Background: an optimization exercise with open tools, aiming at small area, a short achievable clock period and few clock cycles per item. Do not read the settings as production practice.
The RTL was checked by simulation tests, not by an equivalence proof against the original design.
Power and IR drop assume default switching activity.

$ cat design/flow/design.v
`default_nettype none
package resizer_pixel_pkg;
   typedef logic [7:0] chan_t;
   typedef struct packed {
      chan_t r;
      chan_t g;
      chan_t b;
   } pixel_t;
   typedef logic [95:0] col_t;    
   typedef logic [383:0] window_t;    
   typedef struct packed {
      logic [31:0] tdata;
   } stream_in_t;
endpackage
`default_nettype wire
`default_nettype none
package resizer_frame_pkg;
   localparam int FRAME_W = 16;
   localparam int FRAME_H = 10;
   localparam int WIN     = 4;       
   typedef logic [3:0]          x_t;
   typedef logic [3:0]          y_t;
   typedef logic [1:0]          slot_t;    
   typedef logic [4:0]          rows_t;    
   typedef enum logic [1:0] {
      WR_IDLE,
      WR_ACCEPT,
      WR_HOLD
   } wr_state_t;
   typedef enum logic [1:0] {
      RD_WAIT,
      RD_PRIME,
      RD_RUN,
      RD_CLEAR
   } rd_state_t;
endpackage
`default_nettype wire
`timescale 1ns/1ns
`default_nettype none
module bicubic_window_gen
(
   input  wire logic       i_clk,
   input  wire logic       i_rstn,
   input  wire logic       i_s_tvalid,
   input  resizer_pixel_pkg::stream_in_t      i_s_tdata,
   output logic            o_s_tready,
   output logic            o_m_tvalid,
   output resizer_pixel_pkg::window_t         o_m_tdata,
   output logic            o_m_tlast,
   input  wire logic       i_m_tready
);
   localparam int DEPTH = 51;
   logic [23:0] sr [0:DEPTH-1];
   logic [23:0] pix;
   logic [23:0] skid_d;
   logic        skid_v;
   logic [23:0] item;         
   logic        item_v;
   logic [7:0]  p;
   logic [7:0]  ic;
   logic        ahead;      
   logic        ov;         
   logic        rdy;        
   logic        ordy;       
   logic        skid_v_n;
   logic        last_q;     
   logic        run_a;      
   logic        slot_free;
   logic        accept;
   logic        take;       
   logic        split;      
   logic        shift;
   logic [DEPTH-1:0] en;
   assign pix        = {i_s_tdata.tdata[7:0], i_s_tdata.tdata[15:8], i_s_tdata.tdata[23:16]};
   assign o_s_tready = ordy;
   assign accept     = i_s_tvalid && o_s_tready;
   assign item_v     = skid_v || i_s_tvalid;
   assign item       = skid_v ? skid_d : pix;
   assign slot_free  = !ov || i_m_tready;
   assign take       = rdy && item_v && slot_free;
   assign split      = run_a && i_m_tready && !item_v;
   assign skid_v_n   = (skid_v || accept) && !take;
   assign shift      = (i_m_tready && (run_a || (rdy && item_v))) || (!ov && rdy && item_v);
   always_comb begin
      for (int d = 0; d < DEPTH; d++) begin
         en[d] = shift && (i_s_tvalid || skid_v || (8'(d) >= ic));
      end
   end
   always_ff @(posedge i_clk) begin
      if (en[0]) sr[0] <= item;
      for (int d = 1; d < DEPTH; d++) begin
         if (en[d]) sr[d] <= sr[d-1];
      end
   end
   always_ff @(posedge i_clk) begin
      if (!skid_v) skid_d <= pix;
   end
   logic       trans;      
   logic [7:0] p1, p2, i12, i13, i14;
   logic       ic_last;    
   logic [7:0] p_n;
   logic [7:0] ic_n;
   logic       ahead_n;
   logic       ov_n;
   logic [3:1] rs;       
   logic       ld;       
   logic       dup;      
   logic [3:1] rs_p2;
   logic       ld_p2, dup_p2, ld_i13, dup_i13, ld_i14, dup_i14;
   assign trans   = ahead && last_q && ov && i_m_tready;
   assign p1      = p + 8'd1;
   assign p2      = p + 8'd2;
   assign i12     = ic + 8'd12;
   assign i13     = ic + 8'd13;
   assign i14     = ic + 8'd14;
   assign ic_last = (ic == 8'd159);
   assign rs_p2[1] = (p2[7:4] == 4'd13);
   assign rs_p2[2] = (p2[7:4] >= 4'd12) && (p2[7:4] <= 4'd13);
   assign rs_p2[3] = (p2[7:4] >= 4'd11) && (p2[7:4] <= 4'd13);
   assign ld_p2    = (p2[3:0] == 4'd0);
   assign dup_p2   = (p2[3:0] >= 4'd13);
   assign ld_i13   = (i13[3:0] == 4'd0);
   assign dup_i13  = (i13[3:0] >= 4'd13);
   assign ld_i14   = (i14[3:0] == 4'd0);
   assign dup_i14  = (i14[3:0] >= 4'd13);
   always_comb begin
      if (trans) begin
         p_n     = take ? i13 : i12;
         ic_n    = ic + 8'(take);
         ahead_n = 1'b0;
         ov_n    = take && (ic == 8'd51);
      end else if (shift) begin
         p_n     = p1;
         ic_n    = (!ahead && ic_last) ? 8'd0 : ic + 8'(take);
         ahead_n = ahead || ic_last;
         ov_n    = ahead || (p >= 8'd63);
      end else begin
         p_n     = p;
         ic_n    = ic;
         ahead_n = ahead;
         ov_n    = ov && !i_m_tready;
      end
   end
   always_ff @(posedge i_clk) begin
      if (!i_rstn) begin
         rdy    <= 1'b0;
         ov     <= 1'b0;
         ahead  <= 1'b0;
         ic     <= 8'd0;
         p      <= 8'd12;
         last_q <= 1'b0;
         run_a  <= 1'b0;
         skid_v <= 1'b0;
         ordy   <= 1'b0;
         rs     <= '0;
         ld     <= 1'b0;
         dup    <= 1'b1;
      end else begin
         rdy    <= 1'b1;
         ov     <= ov_n;
         ahead  <= ahead_n;
         ic     <= ic_n;
         p      <= p_n;
         skid_v <= skid_v_n;
         ordy   <= !skid_v_n;
         if (trans) begin
            last_q <= 1'b0;
            run_a  <= 1'b0;
            rs     <= '0;
            ld     <= take ? ld_i14 : ld_i13;
            dup    <= take ? dup_i14 : dup_i13;
         end else if (shift) begin
            last_q <= (p == 8'd222);
            run_a  <= ahead ? (p != 8'd222) : ic_last;
            rs     <= rs_p2;
            ld     <= ld_p2;
            dup    <= dup_p2;
         end
      end
   end
   logic [23:0] t   [0:3][0:3];    
   logic [23:0] tc  [0:3][0:3];    
   always_comb begin
      for (int i = 0; i < 4; i++) begin
         for (int j = 0; j < 4; j++) begin
            if (i == 3 && j == 3) t[i][j] = item;
            else                  t[i][j] = sr[50 - 16*i - j];
         end
      end
      for (int j = 0; j < 4; j++) begin
         tc[0][j] = t[0][j];
         for (int i = 1; i < 4; i++) begin
            tc[i][j] = rs[i] ? tc[i-1][j] : t[i][j];
         end
      end
   end
   always_ff @(posedge i_clk) begin
      if (shift) begin
         for (int i = 0; i < 4; i++) begin
            for (int j = 0; j < 3; j++) begin
               o_m_tdata[96*j + 24*i +: 24] <= ld ? tc[i][j] : o_m_tdata[96*(j+1) + 24*i +: 24];
            end
         end
      end
      if (shift && !dup) begin
         for (int i = 0; i < 4; i++) begin
            o_m_tdata[288 + 24*i +: 24] <= tc[i][3];
         end
      end
   end
   assign o_m_tvalid = ov;
   assign o_m_tlast  = last_q;
endmodule
`default_nettype wire
$ cat design/flow/flow/run.sh
#!/bin/bash
set -euo pipefail
export BUFFER_PORTS_ARGS="-buffer_cell sky130_fd_sc_hd__buf_1"
export CTS_ARGS="-sink_clustering_enable -repair_clock_nets -dont_use_dummy_load -sink_clustering_size 22 -sink_clustering_max_diameter 100"
bash standard.sh finish > flow_standard.log 2>&1
$ cat design/flow/standard.sh
#!/bin/bash
# synth_recipe.tcl (not shown) runs the flow's synth.tcl, then flattens the netlist and writes it again
# the make line also repeats each setting of config.mk as NAME=value (left out here)
make -C /OpenROAD-flow-scripts/flow DESIGN_CONFIG=/design/flow/config.mk WORK_HOME=/design/flow/orfs CLKGATE_MAP_FILE= SYNTH_SCRIPT=/design/flow/synth_recipe.tcl "${@:-finish}"
$ cat design/flow/config.mk
export PLATFORM = sky130hd
export DESIGN_NAME = bicubic_window_gen
export DESIGN_NICKNAME = bicubic_window_gen
export VERILOG_FILES = /design/flow/design.v
export SDC_FILE = /design/flow/constraint.sdc
export NUM_CORES = 4
export LEC_CHECK = 0
export CAP_MARGIN = 20
export CORE_MARGIN = 6
export CORE_UTILIZATION = 45
export SETUP_SLACK_MARGIN = 3.0
export SLEW_MARGIN = 20
$ cat design/flow/constraint.sdc
create_clock -name core_clock -period 5.5 [get_ports {i_clk}]
set_input_delay 1.1000 -clock core_clock [delete_from_list [all_inputs] [get_ports {i_clk}]]
set_output_delay 1.1000 -clock core_clock [all_outputs]
set_load 0.01 [all_outputs]
==> reports/results.md, run 1 <==
• **result of the run** timing/DRC/antenna clean
• **number of enable-type register cells in the synthesized netlist** 1,608
• **nets@finish** 3,579
• **reg-to-reg startpoint** rs[1]$_SDFFE_PP0P_
• **final setup violation count** 0
• **RSZ-0062 raised after global routing** true
• **share of post-route cells with drive strength above 1** 17.6%
• **final non-filler cell total** 5,187
• **DIE AREA** 0.137 mm2
• **start point of the worst min-delay path** sr[9][5]$_DFFE_PP_
• **total placed instance area** 0.0620 mm2
• **area added between synthesis and finish** 15.3%
• **number of vias per cell** 5.61
• **Hold WC Path Type** reg2reg
• **minimum period implied by the final worst setup slack** 2.58 ns
• **area share of the largest cell type after synthesis** 83.4%
• **core occupancy in the finished layout** 52.3%
• **final clock period utilization by the worst path** 47.0%
• **type of origin of the critical path** register
• **worst path arrival time** 3.03 ns
• **remaining antenna violation count after routing** 0
• **placed wire-length estimate** 98.6 mm
• **fmax** 387 MHz
• **top cells by area in the synthesized netlist** sky130_fd_sc_hd__edfxtp_1 83%, sky130_fd_sc_hd__mux2_2 3.7%, sky130_fd_sc_hd__mux2i_1 2.9%
• **number of remaining DRC errors** 0
• **Final GP Congestion** 0.840
• **post-synthesis area per instance** 19.6 um2
• **clock buffers created by TritonCTS** 87
• **count of max-cap constraint violations** 0
• **CTS hold repair buffers** 0
• **worst path required time** 5.95 ns
• **most frequent cell after synthesis** sky130_fd_sc_hd__edfxtp_1
• **Static Leak** 21.1 nW
• **reg2reg setup slack** 2.92 ns
• **dominant cell type by area after synthesis** sky130_fd_sc_hd__edfxtp_1
• **finished layout cell area** 0.0667 mm2
• **total power density per cell area** 332 mW/mm2
• **kind of end point of the critical path** register
• **pin count of the biggest net entering global routing** 140
• **slowest stage delay, CP** 0.80 ns
• **Buf+Inv Stages, Crit Path** 1
• **total of warnings raised by yosys** 4
• **via count of the first global-routing pass** 27,900
• **maximum level of the CTS H-tree** 3
• **highest fanout seen on the critical path** 11
• **cell area after technology mapping** 0.0579 mm2
• **CP cell instances** buf_16 > mux2i_1 > a21oi_1 > mux2_2
• **overflow left after global routing** 0
• **number of synthesized register bits** 1,660
• **Worst Tran Pin Value** 1.10 ns
• **initial detailed-routing violation count** 3,602
• **Commonest cells post-synth** 1,608 x sky130_fd_sc_hd__edfxtp_1, 273 x sky130_fd_sc_hd__nor2_1, 271 x sky130_fd_sc_hd__a21oi_1
• **TritonCTS clock tree** done
• **final hold violation count** 0
• **wire length of the first global-routing pass** 212 mm
• **setup clock skew after layout** 0.0733 ns
• **number of search-and-repair iterations in the first detailed-routing pass** 5
• **slowest cell on the critical path** sky130_fd_sc_hd__mux2i_1
• **ys async rst share** 0%
• **total number of clock tree sinks** 1,660
• **post-synthesis sequential area ratio** 85.2%
• **floorplan core area** 0.128 mm2
• **post-detailed-routing wire length** 157 mm
• **Crit Reg-Reg Endpoint** o_m_tdata[248]$_DFFE_PP_
• **critical path class** reg2reg
• **worst hold margin** 0.362 ns
• **cell total after placement** 4,954
• **CTS root buffer** sky130_fd_sc_hd__clkbuf_16
• **Initial Utilization** 45.4%
• **worst min-delay path endpoint** sr[10][5]$_DFFE_PP_
• **GR Util All Layers** 22.0%
• **number of nets in the synthesized netlist** 3,010
• **Worst R2R Path Depth** 4
• **DR vias** 29,100
• **family with the most delay on the worst path** multiplexers
• **setup TNS after final layout** 0 ns
• **cells after synthesis** 2,956
• **worst hold path cell count** 0
• **Clk Latency, worst-skew pair** 0.70 ns
• **number of max-slew violations in the final report** 0
• **number of buffers on the longest clock path** 3
• **Cell variety after synth** 60
• **mean routed wirelength per cell** 30.3 um
• **Core Rows** 131
• **Chip Height** 371 um
• **Main synth FF type** sky130_fd_sc_hd__edfxtp_1
• **Port-buffer cells** 414
• **DIE WIDTH** 371 um
• **worst-case headroom to the max-slew limit** 27.0%
• **# IOs** 423
• **clock transition at the registers of the reported paths** 0.09 ns
• **number of antenna violations at the first check in global routing** 25
• **peak ir drop on the vdd network** 0.269 mV
-- cell usage in the layout (no fill, tap or decap), types with 8 or more instances in the layout --
| master | instances |
|---|---|
| sky130_fd_sc_hd__a21oi_1 | 254 |
| sky130_fd_sc_hd__a21oi_2 | 9 |
| sky130_fd_sc_hd__a21oi_4 | 19 |
| sky130_fd_sc_hd__a31oi_4 | 12 |
| sky130_fd_sc_hd__buf_1 | 402 |
| sky130_fd_sc_hd__buf_12 | 45 |
| sky130_fd_sc_hd__buf_2 | 8 |
| sky130_fd_sc_hd__buf_4 | 91 |
| sky130_fd_sc_hd__buf_6 | 9 |
| sky130_fd_sc_hd__clkbuf_16 | 89 |
| sky130_fd_sc_hd__dfxtp_1 | 43 |
| sky130_fd_sc_hd__edfxtp_1 | 1608 |
| sky130_fd_sc_hd__ha_1 | 14 |
| sky130_fd_sc_hd__inv_1 | 32 |
| sky130_fd_sc_hd__mux2_2 | 192 |
| sky130_fd_sc_hd__mux2i_1 | 127 |
| sky130_fd_sc_hd__mux2i_2 | 27 |
| sky130_fd_sc_hd__mux2i_4 | 14 |
| sky130_fd_sc_hd__nand2_1 | 34 |
| sky130_fd_sc_hd__nand3_1 | 19 |
| sky130_fd_sc_hd__nand4_1 | 8 |
| sky130_fd_sc_hd__nor2_1 | 265 |
| sky130_fd_sc_hd__nor2_4 | 9 |
| sky130_fd_sc_hd__o21ai_0 | 13 |
| sky130_fd_sc_hd__o21ai_4 | 20 |
| sky130_fd_sc_hd__o22ai_4 | 12 |
| sky130_fd_sc_hd__xnor2_1 | 18 |
| sky130_fd_sc_hd__xor2_1 | 9 |
-- area by class of cell --
class / instances / area (um2)
Tap cell: 1662 / 2080
Multi-Input combinational cell: 1163 / 9250
Timing Repair Buffer: 574 / 3660
Timing Repair inverter: 2 / 17.5
Fill cell: 10100 / 60800
Antenna cell: 2 / 5.00
Sequential cell: 1660 / 49400
Inverter: 37 / 176
Clock buffer: 87 / 2180
-- flip-flops by register name (all words and copies together), names as in the netlist --
name / flops
o_m_tdata: 384
last_q: 1
run_a: 1
skid_v: 1
ov: 1
p: 8
ahead: 1
skid_d: 24
ic: 8
rdy: 1
dup: 1
sr: 1224
rs: 3
ld: 1
ordy: 1
-- how the worst max path moves through the flow --
stage                                    end  cells past startpoint  slack [ns]               start
floorplan                 sr[9][0]$_DFFE_PP_                      6        1.69          i_s_tvalid
global placement        sr[15][12]$_DFFE_PP_                      7        1.58          i_s_tvalid
detailed placement       sr[1][17]$_DFFE_PP_                      7        1.54          i_s_tvalid
CTS                      sr[29][4]$_DFFE_PP_                      4        2.86  ic[3]$_SDFFE_PN0P_
global route        o_m_tdata[248]$_DFFE_PP_                      4        2.94  rs[1]$_SDFFE_PP0P_
finish              o_m_tdata[248]$_DFFE_PP_                      4        2.92  rs[1]$_SDFFE_PP0P_
-- power by group --
group          switching, mW  internal [mW]
combinational          0.710          0.302
clock                   3.68           2.82
sequential             0.237           14.4
total                   4.63           17.5
-- layer usage --
metal  global-route usage [%]  share of wire [%]  vias to the layer above
met5                        0                  0                        -
met3                     6.88                 11                      142
met1                     31.4                 41                    15000
met2                     33.7                 46                     1441
met4                     4.82                2.1                        0
li1                         -                  -                    12500
-- kinds of logic (layout without fill, tap and decap cells) --
family          count (synthesis)  in the layout  share of synthesized area (%)
flops                        1660           1660                           85.2
simple gates                  377            379                           2.70
mux                           360            360                           6.64
compound gates                354            379                           3.37
buf+inv                       160            700                           1.24
xor+xnor                       27             27                          0.409
fa+ha+maj                      18             18                          0.389
other cells                     0              2                              0
-- timing repair --
| item | 4_1_cts | 5_1_grt |
|---|---|---|
| pin swaps | 39 | 7 |
| buffers inserted | 77 | 31 |
| gates resized for setup | 152 | 30 |
| gates cloned | 33 | 3 |
| setup endpoints to repair | 1418 | 611 |
-- worst register-to-register path: stages (launching register included) --
cell	delay, ns
sky130_fd_sc_hd__dfxtp_4	0.61
sky130_fd_sc_hd__buf_16	0.23
sky130_fd_sc_hd__mux2i_1	0.83
sky130_fd_sc_hd__a21oi_1	0.38
sky130_fd_sc_hd__mux2_2	0.36
-- stage by stage --
step                setup slack [ns]  power (mW)
finish                          2.92        22.2
global route                    2.94        22.8
CTS                             2.86        22.3
detailed placement              1.54        15.7
global placement                1.58        15.7
floorplan                       1.69        15.2
Testbench counts, summed over its fixed seeds: cycles 5,544, windows 5,120.
==> run 2: changes to the inputs <==
--- a/design/flow/config.mk
+++ b/design/flow/config.mk
@@ -10,3 +10,4 @@
 export CORE_UTILIZATION = 45
-export SETUP_SLACK_MARGIN = 3.0
+export SETUP_SLACK_MARGIN = 3.1
 export SLEW_MARGIN = 20
+export TNS_END_PERCENT = 10
==> reports/results.md, run 2 <==
• **result of the run** timing/DRC/antenna clean
• **worst path required time** 5.92 ns, -0.03 ns
• **dominant cell type by area after synthesis** sky130_fd_sc_hd__edfxtp_1
• **highest fanout seen on the critical path** 11, unchanged
• **Worst R2R Path Depth** 4, unchanged
• **reg-to-reg startpoint** rs[1]$_SDFFE_PP0P_
• **floorplan core area** 0.128 mm2, unchanged
• **overflow left after global routing** 0, unchanged
• **final clock period utilization by the worst path** 47.5%, +0.57 points
• **mean routed wirelength per cell** 30.1 um, -0.83%
• **ys async rst share** 0%, unchanged
• **CTS root buffer** sky130_fd_sc_hd__clkbuf_16
• **Port-buffer cells** 414, unchanged
• **Commonest cells post-synth** 1,608 x sky130_fd_sc_hd__edfxtp_1, 273 x sky130_fd_sc_hd__nor2_1, 271 x sky130_fd_sc_hd__a21oi_1
• **cell internal power dissipation** 17.5 mW, about the same
• **number of antenna violations at the first check in global routing** 17, -32%
• **total design power** 22.2 mW, about the same
• **met1 Track Usage GR** 31.3%, -0.059 points
• **switching pwr** 4.64 mW, about the same
• **number of search-and-repair iterations in the first detailed-routing pass** 6, +1
• **Core Rows** 131, unchanged
• **nets@finish** 3,574, -0.14%
• **Static Leak** 21.0 nW, -0.40%
• **cell area after technology mapping** 0.0579 mm2, unchanged
• **clock buffers created by TritonCTS** 87, unchanged
• **gr busiest metal** met2
• **type of origin of the critical path** register
• **clock transition at the registers of the reported paths** 0.09 ns, about the same
• **wire length of the first global-routing pass** 212 mm, about the same
• **Final GP Congestion** 0.817, -2.7%
• **number of nets in the synthesized netlist** 3,010, unchanged
• **total of warnings raised by yosys** 4, unchanged
• **minimum period implied by the final worst setup slack** 2.61 ns, +0.0312 ns
• **RSZ-0062 raised after global routing** true
• **top library cells by usage in the layout, fill and taps aside** 1,608 x sky130_fd_sc_hd__edfxtp_1, 410 x sky130_fd_sc_hd__buf_1, 263 x sky130_fd_sc_hd__nor2_1, 254 x sky130_fd_sc_hd__a21oi_1, 192 x sky130_fd_sc_hd__mux2_2
• **slowest cell on the critical path** sky130_fd_sc_hd__mux2i_1
• **number of buffers on the longest clock path** 3, unchanged
• **CP cell instances** buf_4 > mux2i_1 > a21oi_1 > mux2_2
• **maximum level of the CTS H-tree** 3, unchanged
• **post-synthesis sequential area ratio** 85.2%, unchanged
• **setup clock skew after layout** 0.0873 ns, +0.0140 ns
• **top cells by area in the synthesized netlist** sky130_fd_sc_hd__edfxtp_1 83%, sky130_fd_sc_hd__mux2_2 3.7%, sky130_fd_sc_hd__mux2i_1 2.9%
• **reg2reg setup slack** 2.89 ns, -0.03 ns
• **Worst Tran Pin Value** 1.09 ns, -0.00397 ns
• **number of vias per cell** 5.60, -0.19%
• **fmax** 382 MHz, -1.2%
• **commonest non-fill, non-tap cell in the layout** sky130_fd_sc_hd__edfxtp_1
• **number of remaining DRC errors** 0, unchanged
• **Crit Reg-Reg Endpoint** o_m_tdata[145]$_DFFE_PP_
• **via count of the first global-routing pass** 27,800, -0.30%
• **start point of the worst min-delay path** sr[11][6]$_DFFE_PP_
• **GR Util All Layers** 22.0%, -0.033 points
• **flip-flop count of the largest register, all copies and words added** 1,224, unchanged
• **post-synthesis area per instance** 19.6 um2, unchanged
• **post-detailed-routing wire length** 156 mm, -0.90%
• **share of post-route cells with drive strength above 1** 16.5%, -1.1 points
• **global-route met2 utilization** 33.6%, -0.18 points
• **number of synthesized register bits** 1,660, unchanged
• **met3 layer usage reported by global route** 7.34%, +0.46 points
• **clock network fraction of design power** 29.4%, about the same
• **count of max-cap constraint violations** 0, unchanged
• **worst path arrival time** 3.03 ns, about the same
• **critical path class** reg2reg
• **initial detailed-routing violation count** 3,372, -6.4%
• **portion of total power attributed to combinational logic** 4.5%, about the same
• **# IOs** 423, unchanged
• **setup TNS after final layout** 0 ns, unchanged
• **cells after synthesis** 2,956, unchanged
• **CTS hold repair buffers** 0, unchanged
• **remaining antenna violation count after routing** 0, unchanged
• **DIE WIDTH** 371 um, unchanged
• **total power density per cell area** 333 mW/mm2, +0.13%
• **Biggest register** sr
• **TritonCTS clock tree** done
• **area share of the largest cell type after synthesis** 83.4%, unchanged
• **most frequent cell after synthesis** sky130_fd_sc_hd__edfxtp_1
• **final hold violation count** 0, unchanged
• **kind of end point of the critical path** register
• **slowest stage delay, CP** 0.88 ns, +0.08 ns
• **worst-case headroom to the max-slew limit** 25.2%, -1.8 points
• **number of max-slew violations in the final report** 0, unchanged
• **Chip Height** 371 um, unchanged
• **number of enable-type register cells in the synthesized netlist** 1,608, unchanged
• **worst hold path cell count** 0, unchanged
• **Sw Share** 20.9%, +0.022 points
• **worst min-delay path endpoint** sr[12][6]$_DFFE_PP_
• **Main synth FF type** sky130_fd_sc_hd__edfxtp_1
• **Hold WC Path Type** reg2reg
• **placed wire-length estimate** 100 mm, +1.4%
• **peak ir drop on the vdd network** 0.233 mV, -13%
• **DR vias** 29,000, -0.27%
• **pin count of the biggest net entering global routing** 169, +21%
• **area added between synthesis and finish** 15.1%
• **Clk Latency, worst-skew pair** 0.65 ns, -0.05 ns
• **sequential share of power** 66.1%, about the same
• **final setup violation count** 0, unchanged
• **Initial Utilization** 45.4%, unchanged
• **total number of clock tree sinks** 1,660, unchanged
• **DIE AREA** 0.137 mm2, unchanged
• **Cell variety after synth** 60, unchanged
• **leading registers by flop count** sr (1224), o_m_tdata (384), skid_d (24)
-- run 2: cell count changes in the layout (fill, tap and decap cells not counted), moves of 8 or more --
cell                      previous run  this run
sky130_fd_sc_hd__buf_4              91        78
sky130_fd_sc_hd__a21oi_4            19        29
sky130_fd_sc_hd__mux2i_4            14         2
sky130_fd_sc_hd__buf_1             402       410
sky130_fd_sc_hd__mux2i_2            27         8
sky130_fd_sc_hd__mux2i_1           127       158
-- run 2: what timing repair did --
item | in CTS | in global routing
gates resized for setup | 120 | 19
setup buffers | 103 | 1
cloned | 37 | 0
pin swaps | 54 | 1
setup endpoints to repair | 1715 | 1218
-- run 2: power by group through the flow --
stage / sequential, mW / clock, mW / combinational [mW]
2_1_floorplan: 14.9 / 0 / 0.370
3_3_place_gp: 14.9 / 0 / 0.766
3_5_place_dp: 14.9 / 0 / 0.803
4_1_cts: 14.6 / 6.66 / 0.998
5_1_grt: 14.7 / 7.08 / 1.05
6_report: 14.7 / 6.52 / 0.993
-- run 2: stage by stage --
step	setup WS [ns]	area (um2)	instances	util, %	hold WS (ns)
2_1_floorplan	1.68	58100	2956	-	0.400
3_3_place_gp	1.50	61800	4943	48.5	0.400
3_5_place_dp	1.43	62100	4952	48.7	0.405
6_report	2.89	66600	5183	52.2	0.327
5_1_grt	2.80	66600	5180	52.2	0.322
4_1_cts	2.84	66500	5179	52.2	0.330
-- run 2: worst max-delay path, delay by kind of cell, from the launching register on --
kind	cells	cell delay [ns]
AOI/OAI and AO/OA	1	0.37
buffers and inverters	1	0.23
muxes	2	1.24
DFF	1	0.53
-- run 2: cell families after synthesis --
logic type | count (synthesis) | synth area share, %
AO/OA/AOI/OAI | 354 | 3.37
XOR/XNOR | 27 | 0.409
adder cells (fa/ha/maj) | 18 | 0.389
buffers and inverters | 160 | 1.24
flip-flops | 1660 | 85.2
multiplexers | 360 | 6.64
AND/OR/NAND/NOR | 377 | 2.70
-- run 2: final cells by class --
cell class / instances / area [um2]
antenna: 3 / 7.51
clock buffer: 87 / 2180
fill: 10200 / 60900
inverter: 37 / 176
multi-input combinational: 1167 / 9160
sequential: 1660 / 49400
tap: 1662 / 2080
timing repair buffer: 565 / 3640
timing repair inverter: 2 / 17.5
-- run 2: worst max-delay path by stage --
stage | start | end | slack, ns | cells past startpoint
6_report | rs[1]$_SDFFE_PP0P_ | o_m_tdata[145]$_DFFE_PP_ | 2.89 | 4
5_1_grt | rs[1]$_SDFFE_PP0P_ | o_m_tdata[76]$_DFFE_PP_ | 2.80 | 5
4_1_cts | o_m_tdata[355]$_DFFE_PP_ | o_m_tdata[355] | 2.84 | 1
3_5_place_dp | i_s_tvalid | sr[50][11]$_DFFE_PP_ | 1.43 | 6
3_3_place_gp | i_s_tvalid | sr[50][11]$_DFFE_PP_ | 1.50 | 6
2_1_floorplan | i_s_tvalid | sr[9][0]$_DFFE_PP_ | 1.68 | 6
-- run 2: metal layers --
layer,wire [um],part of all wire (%)
met1,65300,42
met3,17100,11
met4,2880,1.9
met2,70600,45
met5,0,0
==> run 3: changes to the inputs <==
--- a/design/flow/config.mk
+++ b/design/flow/config.mk
@@ -9,5 +9,4 @@
 export CORE_MARGIN = 6
-export CORE_UTILIZATION = 45
-export SETUP_SLACK_MARGIN = 3.1
+export CORE_UTILIZATION = 58
+export SETUP_SLACK_MARGIN = 2.8
 export SLEW_MARGIN = 20
-export TNS_END_PERCENT = 10
==> reports/results.md, run 3 <==
• **result of the run** timing/DRC/antenna clean
• **maximum level of the CTS H-tree** 3, unchanged
• **Chip Height** 328 um, -12%
• **dominant cell type by area after synthesis** sky130_fd_sc_hd__edfxtp_1
• **initial detailed-routing violation count** 3,535, +4.8%
• **final non-filler cell total** 4,721, -8.9%
• **total power density per cell area** 340 mW/mm2, +2.1%
• **flip-flop count of the largest register, all copies and words added** 1,224, unchanged
• **share of post-route cells with drive strength above 1** 13.8%, -2.7 points
• **worst path arrival time** 3.20 ns, +0.17 ns
• **met1 WL** 61.0 mm, -6.6%
• **type of origin of the critical path** register
• **highest fanout seen on the critical path** 15, +4
• **Top Metal Used** met5
• **post-synthesis sequential area ratio** 85.2%, unchanged
• **Hold WC Path Type** reg2reg
• **Clk Latency, worst-skew pair** 0.67 ns, +0.02 ns
• **setup clock skew after layout** 0.0420 ns, -0.0453 ns
• **total design power** 21.9 mW, -1.3%
• **cells after synthesis** 2,956, unchanged
• **number of cells on the critical path** 4, unchanged
• **number of synthesized register bits** 1,660, unchanged
• **Initial Utilization** 58.7%, +13 points
• **Main synth FF type** sky130_fd_sc_hd__edfxtp_1
• **slowest cell on the critical path** sky130_fd_sc_hd__dfxtp_2
• **remaining antenna violation count after routing** 0, unchanged
• **peak ir drop on the vdd network** 0.276 mV, +18%
• **CTS root buffer** sky130_fd_sc_hd__clkbuf_16
• **clock transition at the registers of the reported paths** 0.09 ns, about the same
• **kind of end point of the critical path** register
• **fmax** 348 MHz, -9.0%
• **TritonCTS clock tree** done
• **# IOs** 423, unchanged
• **critical path class** reg2reg
• **top library cells by usage in the layout, fill and taps aside** 1,608 x sky130_fd_sc_hd__edfxtp_1, 413 x sky130_fd_sc_hd__buf_1, 266 x sky130_fd_sc_hd__nor2_1, 258 x sky130_fd_sc_hd__a21oi_1, 192 x sky130_fd_sc_hd__mux2_2
• **overflow left after global routing** 0, unchanged
• **most frequent cell after synthesis** sky130_fd_sc_hd__edfxtp_1
• **mean routed wirelength per cell** 32.1 um, +6.8%
• **number of max-slew violations in the final report** 0, unchanged
• **number of nets in the synthesized netlist** 3,010, unchanged
• **Cell variety after synth** 60, unchanged
• **final clock period utilization by the worst path** 52.2%, +4.7 points
• **via count of the first global-routing pass** 27,300, -1.8%
• **core occupancy in the finished layout** 65.4%, +13 points
• **Port-buffer cells** 414, unchanged
• **reg-to-reg startpoint** ic[3]$_SDFFE_PN0P_
• **DIE WIDTH** 328 um, -12%
• **Met2 Routed Length** 74.2 mm, +5.0%
• **Biggest register** sr
• **DIE AREA** 0.107 mm2, -22%
• **clock buffers created by TritonCTS** 85, -2.3%
• **number of search-and-repair iterations in the first detailed-routing pass** 5, -1
• **total number of clock tree sinks** 1,660, unchanged
• **area added between synthesis and finish** 11.3%
• **commonest non-fill, non-tap cell in the layout** sky130_fd_sc_hd__edfxtp_1
• **nets@finish** 3,487, -2.4%
• **total of warnings raised by yosys** 4, unchanged
• **Worst R2R Path Depth** 4, unchanged
• **post-detailed-routing wire length** 152 mm, -2.8%
• **Commonest cells post-synth** 1,608 x sky130_fd_sc_hd__edfxtp_1, 273 x sky130_fd_sc_hd__nor2_1, 271 x sky130_fd_sc_hd__a21oi_1
• **minimum period implied by the final worst setup slack** 2.87 ns, +0.258 ns
• **Core Rows** 115, -12%
• **leading registers by flop count** sr (1224), o_m_tdata (384), skid_d (24)
• **count of max-cap constraint violations** 0, unchanged
• **number of remaining DRC errors** 0, unchanged
• **number of buffers on the longest clock path** 3, unchanged
• **cell area after technology mapping** 0.0579 mm2, unchanged
• **Worst Tran Pin Value** 1.22 ns, +0.125 ns
• **final hold violation count** 0, unchanged
• **Static Leak** 20.3 nW, -3.2%
• **GR Util All Layers** 27.3%, +5.4 points
• **CP cell instances** ha_1 > and3_1 > nand2_1 > o2bb2ai_4
• **pin count of the biggest net entering global routing** 156, -7.7%
• **Final GP Congestion** 0.900, +10%
• **worst-case headroom to the max-slew limit** 18.9%, -6.2 points
• **placed wire-length estimate** 102 mm, +1.7%
• **DR vias** 28,300, -2.6%
• **number of vias per cell** 5.99, +6.9%
• **start point of the worst min-delay path** sr[38][5]$_DFFE_PP_
• **setup TNS after final layout** 0 ns, unchanged
• **met3 wire length** 12.9 mm, -25%
• **number of antenna violations at the first check in global routing** 15, -2
• **slowest stage delay, CP** 0.64 ns, -0.24 ns
• **wire length of the first global-routing pass** 207 mm, -2.8%
• **top cells by area in the synthesized netlist** sky130_fd_sc_hd__edfxtp_1 83%, sky130_fd_sc_hd__mux2_2 3.7%, sky130_fd_sc_hd__mux2i_1 2.9%
• **area share of the largest cell type after synthesis** 83.4%, unchanged
• **launch point of the critical path** ic[3]$_SDFFE_PN0P_
• **RSZ-0062 raised after global routing** true
• **post-synthesis area per instance** 19.6 um2, unchanged
• **Buf+Inv Stages, Crit Path** 0, -1
• **worst hold path cell count** 0, unchanged
• **ys async rst share** 0%, unchanged
• **number of enable-type register cells in the synthesized netlist** 1,608, unchanged
• **floorplan core area** 0.0986 mm2, -23%
• **family with the most delay on the worst path** simple AND/OR/NAND/NOR gates
• **final setup violation count** 0, unchanged
• **cell total after placement** 4,584, -7.4%
• **worst path required time** 5.83 ns, -0.09 ns
[run 3: cell counts after synthesis]
Identical to the previous run, type by type.
[run 3: metrics by stage]
stage	instance area (um2)	setup WS, ns	hold slack [ns]
floorplan	58100	1.69	0.400
global placement	61300	1.35	0.400
detailed placement	61400	1.32	0.405
CTS	64200	2.64	0.394
global route	64400	2.63	0.396
finish	64400	2.63	0.393
[run 3: where the power goes]
group	internal [mW]	total, mW	leakage (nW)	switching (mW)
logic	0.204	0.857	3.94	0.652
registers	14.4	14.7	15.3	0.248
clock network	2.76	6.36	1.05	3.60
total	17.4	21.9	20.3	4.50
[run 3: cell families (layout without fill, tap and decap cells)]
group / Yosys count / after routing / share of synthesized area [%]
compound gates: 354 / 370 / 3.37
other cells: 0 / 3 / 0
simple gates: 377 / 378 / 2.70
buf+inv: 160 / 618 / 1.24
flops: 1660 / 1660 / 85.2
mux: 360 / 360 / 6.64
fa+ha+maj: 18 / 18 / 0.389
xor+xnor: 27 / 27 / 0.409
[run 3: timing repair]
action                                  4_1_cts  5_1_grt
hold buffers                                  0        0
setup buffers                                23        7
gates cloned                                 15        4
resized for setup                            46       27
pin swaps                                    23        2
endpoints found under the setup margin     1230      614
[run 3: path summary, 6_finish.rpt]
kind | endpoint | slack (ns)
setup / recovery | sr[29][2]$_DFFE_PP_ | 2.63
hold / removal | sr[39][5]$_DFFE_PP_ | 0.39
setup reg to reg | sr[29][2]$_DFFE_PP_ | 2.63
hold reg to reg | sr[39][5]$_DFFE_PP_ | 0.39
[run 3: metal layers]
metal | up-vias | global-route usage, %
met4 | 2 | 6.43
met1 | 14500 | 39.1
met5 | - | 0
li1 | 12300 | -
met2 | 1312 | 45.0
met3 | 163 | 4.70
[run 3: cell type report]
type,count,area (um2)
Sequential cell,1660,49300
Fill cell,6763,34100
Tap cell,1287,1610
Antenna cell,3,7.51
Inverter,37,173
Multi-Input combinational cell,1153,8660
Timing Repair inverter,2,16.3
Clock buffer,85,2130
Timing Repair Buffer,494,2490
==> run 4: changes to the inputs <==
--- a/design/flow/config.mk
+++ b/design/flow/config.mk
@@ -10,3 +10,3 @@
 export CORE_UTILIZATION = 58
-export SETUP_SLACK_MARGIN = 2.8
+export SETUP_SLACK_MARGIN = 3.2
 export SLEW_MARGIN = 20
==> reports/results.md, run 4 <==
• **final setup violation count** 0, unchanged
• **maximum level of the CTS H-tree** 3, unchanged
• **Cell variety after synth** 60, unchanged
• **number of buffers on the longest clock path** 3, unchanged
• **worst hold path cell count** 0, unchanged
• **placed wire-length estimate** 102 mm, unchanged
• **flip-flop count of the largest register, all copies and words added** 1,224, unchanged
• **ys async rst share** 0%, unchanged
• **area used by multi-input combinational logic** 0.00929 mm2, +7.3%
• **number of antenna violations at the first check in global routing** 13, -2
• **floorplan core area** 0.0986 mm2, unchanged
• **overflow left after global routing** 0, unchanged
• **number of enable-type register cells in the synthesized netlist** 1,608, unchanged
• **total design power** 22.1 mW, +0.97%
• **CTS root buffer** sky130_fd_sc_hd__clkbuf_16
• **slowest cell on the critical path** sky130_fd_sc_hd__edfxtp_1
• **setup TNS after final layout** 0 ns, unchanged
• **DIE AREA** 0.107 mm2, unchanged
• **worst-case headroom to the max-slew limit** 21.5%, +2.6 points
• **leading registers by flop count** sr (1224), o_m_tdata (384), skid_d (24)
• **Final GP Congestion** 0.900, unchanged
• **total number of clock tree sinks** 1,660, unchanged
• **start point of the worst min-delay path** sr[38][5]$_DFFE_PP_
• **met1 Track Usage GR** 40.2%, +1.1 points
• **RSZ-0062 raised after global routing** true
• **share of post-route cells with drive strength above 1** 29.7%, +16 points
• **mean routed wirelength per cell** 31.9 um, -0.71%
• **# IOs** 423, unchanged
• **kind of end point of the critical path** primary output
• **clock buffers created by TritonCTS** 85, unchanged
• **number of search-and-repair iterations in the first detailed-routing pass** 6, +1
• **top cells by area in the synthesized netlist** sky130_fd_sc_hd__edfxtp_1 83%, sky130_fd_sc_hd__mux2_2 3.7%, sky130_fd_sc_hd__mux2i_1 2.9%
• **clock transition at the registers of the reported paths** 0.09 ns, about the same
• **final hold violation count** 0, unchanged
• **worst path required time** 4.40 ns, -1.43 ns
• **DR vias** 29,400, +3.9%
• **Biggest register** sr
• **nets@finish** 3,671, +5.3%
• **minimum period implied by the final worst setup slack** 2.50 ns, -0.376 ns
• **reg-to-reg startpoint** ic[2]$_SDFFE_PN0P_
• **top library cells by usage in the layout, fill and taps aside** 1,608 x sky130_fd_sc_hd__edfxtp_1, 263 x sky130_fd_sc_hd__nor2_1, 257 x sky130_fd_sc_hd__clkbuf_2, 255 x sky130_fd_sc_hd__a21oi_1, 192 x sky130_fd_sc_hd__mux2_2
• **area added between synthesis and finish** 17.4%
• **fill count** 6,350, -6.1%
• **slowest stage delay, CP** 0.54 ns, -0.10 ns
• **result of the run** timing/DRC/antenna clean
• **worst path arrival time** 1.40 ns, -1.80 ns
• **Core Rows** 115, unchanged
• **Chip Height** 328 um, unchanged
• **post-detailed-routing wire length** 156 mm, +3.2%
• **Commonest cells post-synth** 1,608 x sky130_fd_sc_hd__edfxtp_1, 273 x sky130_fd_sc_hd__nor2_1, 271 x sky130_fd_sc_hd__a21oi_1
• **global-route met2 utilization** 46.3%, +1.3 points
• **gr busiest metal** met2
• **family with the most delay on the worst path** flip-flops
• **via count of the first global-routing pass** 28,200, +3.3%
• **CP cell instances** clkbuf_2
• **number of vias per cell** 5.99, about the same
• **number of synthesized register bits** 1,660, unchanged
• **cells after synthesis** 2,956, unchanged
• **Clk Latency, worst-skew pair** 0.67 ns, about the same
• **Worst R2R Path Depth** 7, +3
• **DIE WIDTH** 328 um, unchanged
• **number of nets in the synthesized netlist** 3,010, unchanged
• **Initial Utilization** 58.7%, unchanged
• **met3 layer usage reported by global route** 4.70%, unchanged
• **total of warnings raised by yosys** 4, unchanged
• **pin count of the biggest net entering global routing** 156, unchanged
• **commonest non-fill, non-tap cell in the layout** sky130_fd_sc_hd__edfxtp_1
• **post-synthesis area per instance** 19.6 um2, unchanged
• **critical path class** reg2out
• **wire length of the first global-routing pass** 212 mm, +2.9%
• **Worst Tran Pin Value** 1.18 ns, -0.0390 ns
• **cell area after technology mapping** 0.0579 mm2, unchanged
• **total power density per cell area** 325 mW/mm2, -4.2%
• **peak ir drop on the vdd network** 0.279 mV, +0.81%
• **CTS hold repair buffers** 0, unchanged
• **Buf+Inv Stages, Crit Path** 1, +1
• **number of max-slew violations in the final report** 0, unchanged
• **count of max-cap constraint violations** 0, unchanged
• **fmax** 400 MHz, +15%
• **Crit Reg-Reg Endpoint** sr[33][18]$_DFFE_PP_
• **number of remaining DRC errors** 0, unchanged
• **setup clock skew after layout** 0.0377 ns, -0.00426 ns
• **highest fanout seen on the critical path** 2, -13
• **dominant cell type by area after synthesis** sky130_fd_sc_hd__edfxtp_1
• **initial detailed-routing violation count** 3,807, +7.7%
• **final clock period utilization by the worst path** 45.4%, -6.8 points
• **Hold WC Path Type** reg2reg
• **TritonCTS clock tree** done
• **GR Util All Layers** 28.2%, +0.83 points
• **reg2reg setup slack** 3.17 ns, +0.54 ns
• **post-synthesis sequential area ratio** 85.2%, unchanged
• **Main synth FF type** sky130_fd_sc_hd__edfxtp_1
• **number of cells on the critical path** 1, -3
• **type of origin of the critical path** register
• **Port-buffer cells** 414, unchanged
• **area share of the largest cell type after synthesis** 83.4%, unchanged
• **FF+latch area** 0.0494 mm2, about the same
• **worst min-delay path endpoint** sr[39][5]$_DFFE_PP_
• **Static Leak** 22.6 nW, +11%
• **most frequent cell after synthesis** sky130_fd_sc_hd__edfxtp_1
• **remaining antenna violation count after routing** 0, unchanged
## run 4: worst max path at each step
stage                          end  slack [ns]                startpoint
3_3_place_gp   sr[2][11]$_DFFE_PP_        1.35                i_s_tvalid
5_1_grt             o_m_tdata[206]        2.95  o_m_tdata[206]$_DFFE_PP_
6_report            o_m_tdata[235]        3.00  o_m_tdata[235]$_DFFE_PP_
4_1_cts             o_m_tdata[235]        2.95  o_m_tdata[235]$_DFFE_PP_
2_1_floorplan   sr[9][0]$_DFFE_PP_        1.69                i_s_tvalid
3_5_place_dp   sr[2][11]$_DFFE_PP_        1.32                i_s_tvalid
## run 4: logic make-up after synthesis
logic type      after synthesis  synth area share, %
compound gates              354                 3.37
xor+xnor                     27                0.409
fa+ha+maj                    18                0.389
buf+inv                     160                 1.24
flops                      1660                 85.2
mux                         360                 6.64
simple gates                377                 2.70
## run 4: what timing repair did
action,4_1_cts,5_1_grt
buffers inserted,132,75
setup endpoints to repair,2224,1287
resized for setup,393,323
cloned,22,4
pin swaps,37,10
## run 4: area by class of cell
| cell class | count | share of cell area (%) |
|---|---|---|
| repair inverters | 4 | 0.0497 |
| well taps | 1287 | 2.37 |
| multi-input cells | 1155 | 13.7 |
| clock buffers | 85 | 3.13 |
| flip-flops and latches | 1660 | 72.7 |
| diodes | 4 | 0.0147 |
| repair buffers | 674 | 7.84 |
| inverters | 37 | 0.271 |
## run 4: per-stage QoR
| stage | utilization, % | instances | cell area [um2] | setup WS, ns | hold slack, ns |
|---|---|---|---|---|---|
| after floorplan | - | 2956 | 58100 | 1.69 | 0.400 |
| after global placement | 62.2 | 4581 | 61300 | 1.35 | 0.400 |
| after detailed placement | 62.3 | 4584 | 61400 | 1.32 | 0.405 |
| after CTS | 67.6 | 4823 | 66600 | 2.95 | 0.394 |
| after global routing | 68.9 | 4902 | 67900 | 2.95 | 0.396 |
| final | 68.9 | 4906 | 67900 | 3.00 | 0.393 |
## run 4: worst reg2reg max path: cells and delay by family (launching register included)
family | cells | cell delay, ns
DFF | 1 | 0.41
buffers and inverters | 2 | 0.51
AOI/OAI and AO/OA | 2 | 0.43
adders and majority gates | 1 | 0.24
and+or+nand+nor | 2 | 0.37
## run 4: where the power goes
part / internal, mW / switching, mW / leakage [nW]
Sequential: 14.4 / 0.260 / 15.3
Clock: 2.76 / 3.61 / 1.05
Combinational: 0.355 / 0.696 / 6.26
Total: 17.5 / 4.57 / 22.6
## run 4: metal layers
metal / share of wire (%) / vias to the layer above / routed length (um)
li1: - / 12700 / -
met1: 40 / 15000 / 62000
met2: 49 / 1489 / 76700
met3: 8.5 / 191 / 13300
met4: 2.7 / 2 / 4290
met5: 0.010 / - / 16
==> run 5: changes to the inputs <==
--- a/design/flow/config.mk
+++ b/design/flow/config.mk
@@ -10,3 +10,3 @@
 export CORE_UTILIZATION = 58
-export SETUP_SLACK_MARGIN = 3.2
+export SETUP_SLACK_MARGIN = 3.0
 export SLEW_MARGIN = 20
==> reports/results.md, run 5 <==
• **minimum period implied by the final worst setup slack** 2.55 ns, +0.0504 ns
• **number of enable-type register cells in the synthesized netlist** 1,608, unchanged
• **final hold violation count** 0, unchanged
• **DIE WIDTH** 328 um, unchanged
• **setup TNS after final layout** 0 ns, unchanged
• **clock transition at the registers of the reported paths** 0.08 ns, about the same
• **share of post-route cells with drive strength above 1** 15.3%, -14 points
• **worst-case headroom to the max-slew limit** 18.5%, -3.0 points
• **portion of total power attributed to combinational logic** 4.2%, -0.6 points
• **overflow left after global routing** 0, unchanged
• **worst hold margin** 0.393 ns, -0.0000790 ns
• **Final GP Congestion** 0.900, unchanged
• **cell internal power dissipation** 17.4 mW, -0.61%
• **CP cell instances** buf_4 > o21a_4 > o21ai_4 > bufinv_16 > o21ai_4 > inv_1 > o21ai_2 > o21ai_4
• **Initial Utilization** 58.7%, unchanged
• **Top Metal Used** met5
• **Static Leak** 20.6 nW, -8.9%
• **sequential share of power** 66.8%, +0.4 points
• **Sw Share** 20.6%, -0.065 points
• **post-detailed-routing wire length** 153 mm, -2.1%
• **mean routed wirelength per cell** 32.2 um, +0.95%
• **most frequent cell after synthesis** sky130_fd_sc_hd__edfxtp_1
• **clock network fraction of design power** 29.0%, +0.2 points
• **total of warnings raised by yosys** 4, unchanged
• **total power density per cell area** 337 mW/mm2, +3.6%
• **number of nets in the synthesized netlist** 3,010, unchanged
• **number of max-slew violations in the final report** 0, unchanged
• **Worst Tran Pin Value** 1.22 ns, +0.0457 ns
• **cells after synthesis** 2,956, unchanged
• **Buf+Inv Stages, Crit Path** 3, +2
• **Port-buffer cells** 414, unchanged
• **total number of clock tree sinks** 1,660, unchanged
• **area added between synthesis and finish** 12.6%
• **count of max-cap constraint violations** 0, unchanged
• **crit-path most repeated cell** sky130_fd_sc_hd__o21ai_4
• **initial detailed-routing violation count** 3,624, -4.8%
• **Cell variety after synth** 60, unchanged
• **slowest cell on the critical path** sky130_fd_sc_hd__inv_1
• **number of buffers on the longest clock path** 3, unchanged
• **highest fanout seen on the critical path** 12, +10
• **met3 wire length** 13.0 mm, -2.2%
• **slowest stage delay, CP** 0.37 ns, -0.17 ns
• **DIE AREA** 0.107 mm2, unchanged
• **# IOs** 423, unchanged
• **top cells by area in the synthesized netlist** sky130_fd_sc_hd__edfxtp_1 83%, sky130_fd_sc_hd__mux2_2 3.7%, sky130_fd_sc_hd__mux2i_1 2.9%
• **clock buffers created by TritonCTS** 85, unchanged
• **total design power** 21.9 mW, -0.69%
• **post-synthesis area per instance** 19.6 um2, unchanged
• **DR vias** 28,500, -3.1%
• **CTS root buffer** sky130_fd_sc_hd__clkbuf_16
• **fill count** 6,695, +5.4%
• **number of synthesized register bits** 1,660, unchanged
• **number of remaining DRC errors** 0, unchanged
• **cell area after technology mapping** 0.0579 mm2, unchanged
• **nets@finish** 3,522, -4.1%
• **final setup violation count** 0, unchanged
• **RSZ-0062 raised after global routing** true
• **dominant cell type by area after synthesis** sky130_fd_sc_hd__edfxtp_1
• **number of antenna violations at the first check in global routing** 16, +3
• **wire length of the first global-routing pass** 209 mm, -1.8%
• **number of vias per cell** 5.99, about the same
• **remaining antenna violation count after routing** 0, unchanged
• **TritonCTS clock tree** done
• **area share of the largest cell type after synthesis** 83.4%, unchanged
• **commonest non-fill, non-tap cell in the layout** sky130_fd_sc_hd__edfxtp_1
• **top library cells by usage in the layout, fill and taps aside** 1,608 x sky130_fd_sc_hd__edfxtp_1, 406 x sky130_fd_sc_hd__buf_1, 265 x sky130_fd_sc_hd__nor2_1, 256 x sky130_fd_sc_hd__a21oi_1, 192 x sky130_fd_sc_hd__mux2_2
• **Hold WC Path Type** reg2reg
• **result of the run** timing/DRC/antenna clean
• **ys async rst share** 0%, unchanged
• **peak ir drop on the vdd network** 0.277 mV, -0.69%
• **Core Rows** 115, unchanged
• **via count of the first global-routing pass** 27,500, -2.4%
• **post-synthesis sequential area ratio** 85.2%, unchanged
• **Chip Height** 328 um, unchanged
• **switching pwr** 4.52 mW, -1.0%
• **floorplan core area** 0.0986 mm2, unchanged
• **fmax** 393 MHz, -2.0%
• **final clock period utilization by the worst path** 46.3%, +0.92 points
• **critical path class** in2reg
• **Biggest register** sr
• **worst path arrival time** 2.83 ns, +1.43 ns
• **Main synth FF type** sky130_fd_sc_hd__edfxtp_1
• **flip-flop count of the largest register, all copies and words added** 1,224, unchanged
• **setup clock skew after layout** 0.0363 ns, -0.00138 ns
• **worst path required time** 5.78 ns, +1.38 ns
• **GR Util All Layers** 27.6%, -0.52 points
• **number of search-and-repair iterations in the first detailed-routing pass** 6, unchanged
• **Met2 Routed Length** 75.3 mm, -1.9%
• **leading registers by flop count** sr (1224), o_m_tdata (384), skid_d (24)
• **family with the most delay on the worst path** compound AO/OA/AOI/OAI gates
• **kind of end point of the critical path** register
• **placed wire-length estimate** 102 mm, unchanged
• **maximum level of the CTS H-tree** 3, unchanged
• **met1 WL** 61.4 mm, -1.1%
• **type of origin of the critical path** input port
• **Clk Latency, worst-skew pair** 0.67 ns, about the same
• **Commonest cells post-synth** 1,608 x sky130_fd_sc_hd__edfxtp_1, 273 x sky130_fd_sc_hd__nor2_1, 271 x sky130_fd_sc_hd__a21oi_1
• **pin count of the biggest net entering global routing** 156, unchanged
==> run 5: cell counts after synthesis <==
Identical to the previous run, type by type.
==> run 5: cells by family (layout without fill, tap and decap cells) <==
group | Yosys count | in the layout | synth area share, %
buf+inv | 160 | 652 | 1.24
compound gates | 354 | 371 | 3.37
mux | 360 | 360 | 6.64
simple gates | 377 | 378 | 2.70
xor+xnor | 27 | 27 | 0.409
flops | 1660 | 1660 | 85.2
other cells | 0 | 5 | 0
fa+ha+maj | 18 | 18 | 0.389
==> run 5: timing repair <==
action,4_1_cts,5_1_grt
gates cloned,18,3
setup endpoints to repair,1438,602
buffers inserted,46,17
pin swaps,28,16
hold buffers,0,0
resized for setup,94,25
==> run 5: cell type report <==
type / count / area (um2) / area share [%]
inverters: 37 / 173 / 0.265
diodes: 5 / 12.5 / 0.0192
well taps: 1287 / 1610 / 2.47
flip-flops and latches: 1660 / 49300 / 75.8
repair inverters: 3 / 25.0 / 0.0384
multi-input cells: 1154 / 8770 / 13.5
clock buffers: 85 / 2130 / 3.27
repair buffers: 527 / 3080 / 4.73
==> run 5: worst paths after layout <==
kind	startpoint	to	slack (ns)	cells past startpoint
min reg2reg	sr[38][5]$_DFFE_PP_	sr[39][5]$_DFFE_PP_	0.39	0
max	i_s_tvalid	sr[25][4]$_DFFE_PP_	2.95	8
max reg2reg	ic[6]$_SDFFE_PN0P_	sr[34][0]$_DFFE_PP_	2.98	6
min	sr[38][5]$_DFFE_PP_	sr[39][5]$_DFFE_PP_	0.39	0
==> run 5: power groups by stage <==
stage,sequential (mW),clock [mW],combinational (mW)
after floorplan,14.9,0,0.370
after detailed placement,14.9,0,0.796
after CTS,14.7,6.52,0.894
after global placement,14.9,0,0.773
final,14.7,6.37,0.916
after global routing,14.7,6.94,0.966
==> run 5: stage by stage <==
stage / util, % / worst slack, ns / cell area, um2 / cells
floorplan: - / 1.69 / 58100 / 2956
global placement: 62.2 / 1.35 / 61300 / 4581
detailed placement: 62.3 / 1.32 / 61400 / 4584
CTS: 65.6 / 2.91 / 64700 / 4733
global route: 66.1 / 2.95 / 65100 / 4753
finish: 66.1 / 2.95 / 65100 / 4758
==> run 5: worst register-to-register path: stages, from the launching register on <==
cell	delay, ns
sky130_fd_sc_hd__dfxtp_1	0.44
sky130_fd_sc_hd__nor2_1	0.24
sky130_fd_sc_hd__nand2_1	0.12
sky130_fd_sc_hd__nor2_2	0.36
sky130_fd_sc_hd__nand2_4	0.39
sky130_fd_sc_hd__o21ai_4	0.24
sky130_fd_sc_hd__buf_6	0.36
==> run 5: routing by layer <==
layer	up-vias	GRT usage [%]
met5	-	0
met4	2	6.21
met3	158	4.58
met2	1321	45.7
met1	14600	39.5
li1	12400	-
==> run 6: changes to the inputs <==
--- a/design/flow/config.mk
+++ b/design/flow/config.mk
@@ -9,3 +9,3 @@
 export CORE_MARGIN = 6
-export CORE_UTILIZATION = 58
+export CORE_UTILIZATION = 72
 export SETUP_SLACK_MARGIN = 3.0
==> reports/results.md, run 6 <==
• **final hold violation count** 0, unchanged
• **top library cells by usage in the layout, fill and taps aside** 1,608 x sky130_fd_sc_hd__edfxtp_1, 406 x sky130_fd_sc_hd__buf_1, 264 x sky130_fd_sc_hd__nor2_1, 256 x sky130_fd_sc_hd__a21oi_1, 192 x sky130_fd_sc_hd__mux2_2
• **DIE AREA** 0.0873 mm2, -19%
• **Core Rows** 103, -10%
• **share of post-route cells with drive strength above 1** 16.5%, +1.3 points
• **fmax** 389 MHz, -1.0%
• **Static Leak** 20.8 nW, +0.83%
• **cells after synthesis** 2,956, unchanged
• **cell internal power dissipation** 17.5 mW, +0.16%
• **wire length of the first global-routing pass** 216 mm, +3.7%
• **final setup violation count** 0, unchanged
• **top cells by area in the synthesized netlist** sky130_fd_sc_hd__edfxtp_1 83%, sky130_fd_sc_hd__mux2_2 3.7%, sky130_fd_sc_hd__mux2i_1 2.9%
• **CTS hold repair buffers** 0, unchanged
• **number of search-and-repair iterations in the first detailed-routing pass** 6, unchanged
• **setup clock skew after layout** 0.0721 ns, +0.0358 ns
• **Port-buffer cells** 414, unchanged
• **area added between synthesis and finish** 12.8%
• **area used by multi-input combinational logic** 0.00902 mm2, +2.9%
• **clock transition at the registers of the reported paths** 0.09 ns, about the same
• **clock buffers created by TritonCTS** 85, unchanged
• **nets@finish** 3,550, +0.80%
• **pre-CTS worst setup slack** 1.40 ns, +0.0818 ns
• **total design power** 22.1 mW, +0.71%
• **most frequent cell after synthesis** sky130_fd_sc_hd__edfxtp_1
• **area share of the largest cell type after synthesis** 83.4%, unchanged
• **floorplan core area** 0.0793 mm2, -20%
• **flip-flop count of the largest register, all copies and words added** 1,224, unchanged
• **Hold WC Path Type** reg2reg
• **overflow left after global routing** 0, unchanged
• **DR vias** 30,500, +7.0%
• **number of enable-type register cells in the synthesized netlist** 1,608, unchanged
• **Initial Utilization** 73.0%, +14 points
• **commonest non-fill, non-tap cell in the layout** sky130_fd_sc_hd__edfxtp_1
• **peak ir drop on the vdd network** 0.296 mV, +6.9%
• **Chip Height** 295 um, -9.9%
• **number of antenna violations at the first check in global routing** 18, +2
• **total number of clock tree sinks** 1,660, unchanged
• **Worst Tran Pin Value** 1.11 ns, -0.108 ns
• **worst path required time** 5.89 ns, +0.11 ns
• **total power density per cell area** 339 mW/mm2, +0.48%
• **post-synthesis sequential area ratio** 85.2%, unchanged
• **sequential share of power** 66.5%, -0.3 points
• **CTS root buffer** sky130_fd_sc_hd__clkbuf_16
• **Biggest register** sr
• **Cell variety after synth** 60, unchanged
• **dominant cell type by area after synthesis** sky130_fd_sc_hd__edfxtp_1
• **remaining antenna violation count after routing** 0, unchanged
• **highest fanout seen on the critical path** 57, +45
• **via count of the first global-routing pass** 29,500, +7.3%
• **cell area after technology mapping** 0.0579 mm2, unchanged
• **initial detailed-routing violation count** 4,620, +27%
• **total placed instance area** 0.0611 mm2, -0.59%
• **CP cell instances** buf_16 > mux2i_2 > a21oi_1 > mux2_2
• **mean routed wirelength per cell** 35.0 um, +8.7%
• **worst-case headroom to the max-slew limit** 25.7%, +7.2 points
• **final worst slack** 2.93 ns, -0.0263 ns
• **final clock period utilization by the worst path** 46.8%, +0.48 points
• **slowest stage delay, CP** 0.62 ns, +0.25 ns
• **RSZ-0062 raised after global routing** true
• **type of origin of the critical path** register
• **# IOs** 423, unchanged
• **ys async rst share** 0%, unchanged
• **kind of end point of the critical path** register
• **GR Util All Layers** 35.5%, +7.9 points
• **maximum level of the CTS H-tree** 3, unchanged
• **Commonest cells post-synth** 1,608 x sky130_fd_sc_hd__edfxtp_1, 273 x sky130_fd_sc_hd__nor2_1, 271 x sky130_fd_sc_hd__a21oi_1
• **pin count of the biggest net entering global routing** 194, +24%
• **finished layout cell area** 0.0653 mm2, +0.23%
• **portion of total power attributed to combinational logic** 4.3%, about the same
• **Main synth FF type** sky130_fd_sc_hd__edfxtp_1
• **setup TNS after final layout** 0 ns, unchanged
• **total of warnings raised by yosys** 4, unchanged
• **number of max-slew violations in the final report** 0, unchanged
• **number of synthesized register bits** 1,660, unchanged
• **number of remaining DRC errors** 0, unchanged
• **result of the run** timing/DRC/antenna clean
• **placed wire-length estimate** 96.9 mm, -4.8%
• **post-detailed-routing wire length** 159 mm, +3.9%
• **critical path class** reg2reg
• **worst path arrival time** 2.97 ns, +0.14 ns
• **fill count** 3,680, -45%
• **Clk Latency, worst-skew pair** 0.67 ns, about the same
• **number of buffers on the longest clock path** 3, unchanged
• **Final GP Congestion** 0.918, +2.0%
• **count of max-cap constraint violations** 0, unchanged
• **FF+latch area** 0.0493 mm2, unchanged
• **slowest cell on the critical path** sky130_fd_sc_hd__dfxtp_4
• **minimum period implied by the final worst setup slack** 2.57 ns, +0.0263 ns
• **clock network fraction of design power** 29.2%, +0.2 points
• **leading registers by flop count** sr (1224), o_m_tdata (384), skid_d (24)
• **TritonCTS clock tree** done
• **DIE WIDTH** 295 um, -9.9%
• **Sw Share** 21.0%, +0.44 points
• **number of nets in the synthesized netlist** 3,010, unchanged
• **post-synthesis area per instance** 19.6 um2, unchanged
• **number of vias per cell** 6.70, +12%
• **switching pwr** 4.65 mW, +2.8%
-- run 6: cell families (layout without fill, tap and decap cells) --
group / Yosys count / count (layout) / share of synthesized area (%)
DFF: 1660 / 1660 / 85.2
muxes: 360 / 360 / 6.64
xor gates and xnor gates: 27 / 27 / 0.409
AOI/OAI and AO/OA: 354 / 379 / 3.37
other: 0 / 3 / 0
buffers and inverters: 160 / 672 / 1.24
and+or+nand+nor: 377 / 378 / 2.70
adders and majority gates: 18 / 18 / 0.389
-- run 6: critical path: cells and delay by family (launching register included) --
| kind | cells | cell delay, ns |
|---|---|---|
| AO/OA/AOI/OAI | 1 | 0.25 |
| buffers and inverters | 1 | 0.41 |
| multiplexers | 2 | 0.94 |
| flip-flops | 1 | 0.62 |
-- run 6: area by class of cell --
type / count / share of cell area (%)
flip-flops and latches: 1660 / 75.6
multi-input cells: 1162 / 13.8
repair buffers: 548 / 5.05
clock buffers: 85 / 3.26
well taps: 1050 / 2.01
inverters: 37 / 0.255
repair inverters: 2 / 0.0249
diodes: 3 / 0.0115
-- run 6: worst paths after layout --
kind / start / end / slack, ns / cells past startpoint
max: rs[1]$_SDFFE_PP0P_ / o_m_tdata[146]$_DFFE_PP_ / 2.93 / 4
min: sr[40][19]$_DFFE_PP_ / sr[41][19]$_DFFE_PP_ / 0.39 / 0
max reg2reg: rs[1]$_SDFFE_PP0P_ / o_m_tdata[146]$_DFFE_PP_ / 2.93 / 4
min reg2reg: sr[40][19]$_DFFE_PP_ / sr[41][19]$_DFFE_PP_ / 0.39 / 0
-- run 6: per-layer routing --
layer	track usage, %	vias up	share of wire (%)
met1	47.2	15100	32
met2	57.2	2535	48
met4	15.9	2	5.6
li1	-	12400	-
met5	0	-	0.0069
met3	8.68	394	14
-- run 6: power groups by stage --
stage          clock network [mW]  logic, mW  registers [mW]
2_1_floorplan                   0      0.370            14.9
3_3_place_gp                    0      0.731            14.9
3_5_place_dp                    0      0.761            15.0
4_1_cts                      6.36      0.919            14.7
5_1_grt                      6.94      0.989            14.7
6_report                     6.44      0.959            14.7
-- run 6: metrics by stage --
step,utilization (%),hold slack (ns),std cells
after floorplan,-,0.400,2956
after global placement,77.0,0.400,4343
after detailed placement,77.0,0.405,4344
after CTS,82.1,0.379,4537
after global routing,82.4,0.389,4545
final,82.4,0.387,4547
-- run 6: what timing repair did --
action | CTS | global route
gates resized for setup | 127 | 54
buffers inserted | 78 | 7
cloned | 30 | 0
pin swaps | 41 | 5
endpoints found under the setup margin | 1622 | 990
==> run 7: changes to the inputs <==
--- a/design/flow/config.mk
+++ b/design/flow/config.mk
@@ -9,3 +9,3 @@
 export CORE_MARGIN = 6
-export CORE_UTILIZATION = 72
+export CORE_UTILIZATION = 66
 export SETUP_SLACK_MARGIN = 3.0
==> reports/results.md, run 7 <==
• **post-detailed-routing wire length** 153 mm, -4.0%
• **area added between synthesis and finish** 12.4%
• **total placed instance area** 0.0612 mm2, +0.20%
• **minimum period implied by the final worst setup slack** 2.51 ns, -0.0686 ns
• **placed wire-length estimate** 99.1 mm, +2.3%
• **DR vias** 29,400, -3.7%
• **Clk Latency, worst-skew pair** 0.66 ns, about the same
• **floorplan core area** 0.0868 mm2, +9.5%
• **number of search-and-repair iterations in the first detailed-routing pass** 6, unchanged
• **total of warnings raised by yosys** 4, unchanged
• **worst min-delay path endpoint** sr[12][22]$_DFFE_PP_
• **type of origin of the critical path** input port
• **Port-buffer cells** 414, unchanged
• **number of nets in the synthesized netlist** 3,010, unchanged
• **Initial Utilization** 66.7%, -6.3 points
• **mean routed wirelength per cell** 32.9 um, -5.9%
• **critical path class** in2reg
• **top cells by area in the synthesized netlist** sky130_fd_sc_hd__edfxtp_1 83%, sky130_fd_sc_hd__mux2_2 3.7%, sky130_fd_sc_hd__mux2i_1 2.9%
• **slowest cell on the critical path** sky130_fd_sc_hd__bufinv_16
• **via count of the first global-routing pass** 27,700, -6.2%
• **number of buffers on the longest clock path** 3, unchanged
• **slowest stage delay, CP** 0.24 ns, -0.38 ns
• **TritonCTS clock tree** done
• **start point of the worst min-delay path** sr[11][22]$_DFFE_PP_
• **post-synthesis sequential area ratio** 85.2%, unchanged
• **wire length of the first global-routing pass** 207 mm, -4.2%
• **clock transition at the registers of the reported paths** 0.09 ns, about the same
• **GR Util All Layers** 31.2%, -4.3 points
• **pre-CTS worst setup slack** 1.29 ns, -0.112 ns
• **pin count of the biggest net entering global routing** 183, -5.7%
• **finished layout cell area** 0.0651 mm2, -0.38%
• **DIE WIDTH** 308 um, +4.3%
• **share of post-route cells with drive strength above 1** 15.6%, -0.96 points
• **Static Leak** 20.6 nW, -0.78%
• **final setup violation count** 0, unchanged
• **Buf+Inv Stages, Crit Path** 4, +3
• **count of max-cap constraint violations** 0, unchanged
• **final hold violation count** 0, unchanged
• **total number of clock tree sinks** 1,660, unchanged
• **dominant cell type by area after synthesis** sky130_fd_sc_hd__edfxtp_1
• **maximum level of the CTS H-tree** 3, unchanged
• **CTS root buffer** sky130_fd_sc_hd__clkbuf_16
• **kind of end point of the critical path** register
• **Biggest register** sr
• **highest fanout seen on the critical path** 133, +130%
• **commonest non-fill, non-tap cell in the layout** sky130_fd_sc_hd__edfxtp_1
• **CTS hold repair buffers** 0, unchanged
• **overflow left after global routing** 0, unchanged
• **post-synthesis area per instance** 19.6 um2, unchanged
• **RSZ-0062 raised after global routing** true
• **Commonest cells post-synth** 1,608 x sky130_fd_sc_hd__edfxtp_1, 273 x sky130_fd_sc_hd__nor2_1, 271 x sky130_fd_sc_hd__a21oi_1
• **peak ir drop on the vdd network** 0.315 mV, +6.5%
• **number of max-slew violations in the final report** 0, unchanged
• **Chip Height** 308 um, +4.3%
• **number of remaining DRC errors** 0, unchanged
• **number of enable-type register cells in the synthesized netlist** 1,608, unchanged
• **leading registers by flop count** sr (1224), o_m_tdata (384), skid_d (24)
• **cells after synthesis** 2,956, unchanged
• **ys async rst share** 0%, unchanged
• **setup clock skew after layout** 0.0536 ns, -0.0185 ns
• **reg2reg setup slack** 3.02 ns, +0.09 ns
• **Hold WC Path Type** reg2reg
• **area share of the largest cell type after synthesis** 83.4%, unchanged
• **cell area after technology mapping** 0.0579 mm2, unchanged
• **number of synthesized register bits** 1,660, unchanged
• **result of the run** timing/DRC/antenna clean
• **setup TNS after final layout** 0 ns, unchanged
• **DIE AREA** 0.0949 mm2, +8.7%
• **Core Rows** 108, +4.9%
• **CP cell instances** clkbuf_2 > o21a_4 > o21ai_4 > bufinv_16 > buf_4 > buf_12
• **initial detailed-routing violation count** 4,325, -6.4%
run 7: cell counts after synthesis:
Identical to the previous run, type by type.
run 7: cell families after synthesis:
logic type / after synthesis / synth area share, %
flops: 1660 / 85.2
simple gates: 377 / 2.70
mux: 360 / 6.64
compound gates: 354 / 3.37
buf+inv: 160 / 1.24
xor+xnor: 27 / 0.409
fa+ha+maj: 18 / 0.389
run 7: worst reg2reg max path, delay by kind of cell (launching register included):
| family | cells | cell delay (ns) |
|---|---|---|
| and+or+nand+nor | 2 | 0.74 |
| DFF | 1 | 0.53 |
| AOI/OAI and AO/OA | 1 | 0.59 |
| adders and majority gates | 1 | 0.26 |
run 7: per-layer routing:
layer	up-vias	global-route usage, %	share of wire [%]
met2	1857	50.6	48
met5	-	0	0.0046
met1	14900	45.6	37
li1	12400	-	-
met4	2	6.20	2.4
met3	191	6.09	12
run 7: power breakdown:
part	switching [mW]	leakage (nW)	internal, mW
Clock	3.57	1.05	2.76
Combinational	0.662	4.25	0.245
Sequential	0.261	15.3	14.4
Total	4.50	20.6	17.4
run 7: layout make-up:
type                       instances  area [um2]
timing repair buffer             537        3080
clock buffer                      85        2130
timing repair inverter             3        25.0
antenna                            3        7.51
fill                            5021       21700
sequential                      1660       49400
tap                             1155        1450
inverter                          37         176
multi-input combinational       1157        8840
run 7: repair_timing:
action                                   CTS  global route
endpoints found under the setup margin  1635           667
pin swaps                                 32             3
setup buffers                             58            14
cloned                                    24             1
resized for setup                         94            30
run 7: metrics by stage:
stage / util [%] / hold WS (ns) / std cells
floorplan: - / 0.400 / 2956
global placement: 70.5 / 0.400 / 4451
detailed placement: 70.5 / 0.405 / 4452
CTS: 74.6 / 0.393 / 4619
global route: 75.0 / 0.395 / 4634
finish: 75.0 / 0.400 / 4637
run 7: worst max-delay path by stage:
stage	cells past startpoint	slack, ns	startpoint	to
floorplan	6	1.69	i_s_tvalid	sr[9][0]$_DFFE_PP_
global placement	7	1.43	i_s_tvalid	sr[1][11]$_DFFE_PP_
detailed placement	7	1.29	i_m_tready	sr[1][11]$_DFFE_PP_
CTS	6	2.89	i_s_tvalid	sr[29][9]$_DFFE_PP_
global route	1	2.95	o_m_tdata[363]$_DFFE_PP_	o_m_tdata[363]
finish	6	2.99	i_s_tvalid	o_m_tdata[83]$_DFFE_PP_

Setup slack of run 7, layout unchanged: 2.995 ns with ideal ports, 2.945 ns with driving cells assumed (clock clkbuf_16, inputs buf_2), 2.321 ns with port delays also shifted by the 0.702 ns mid clock arrival.
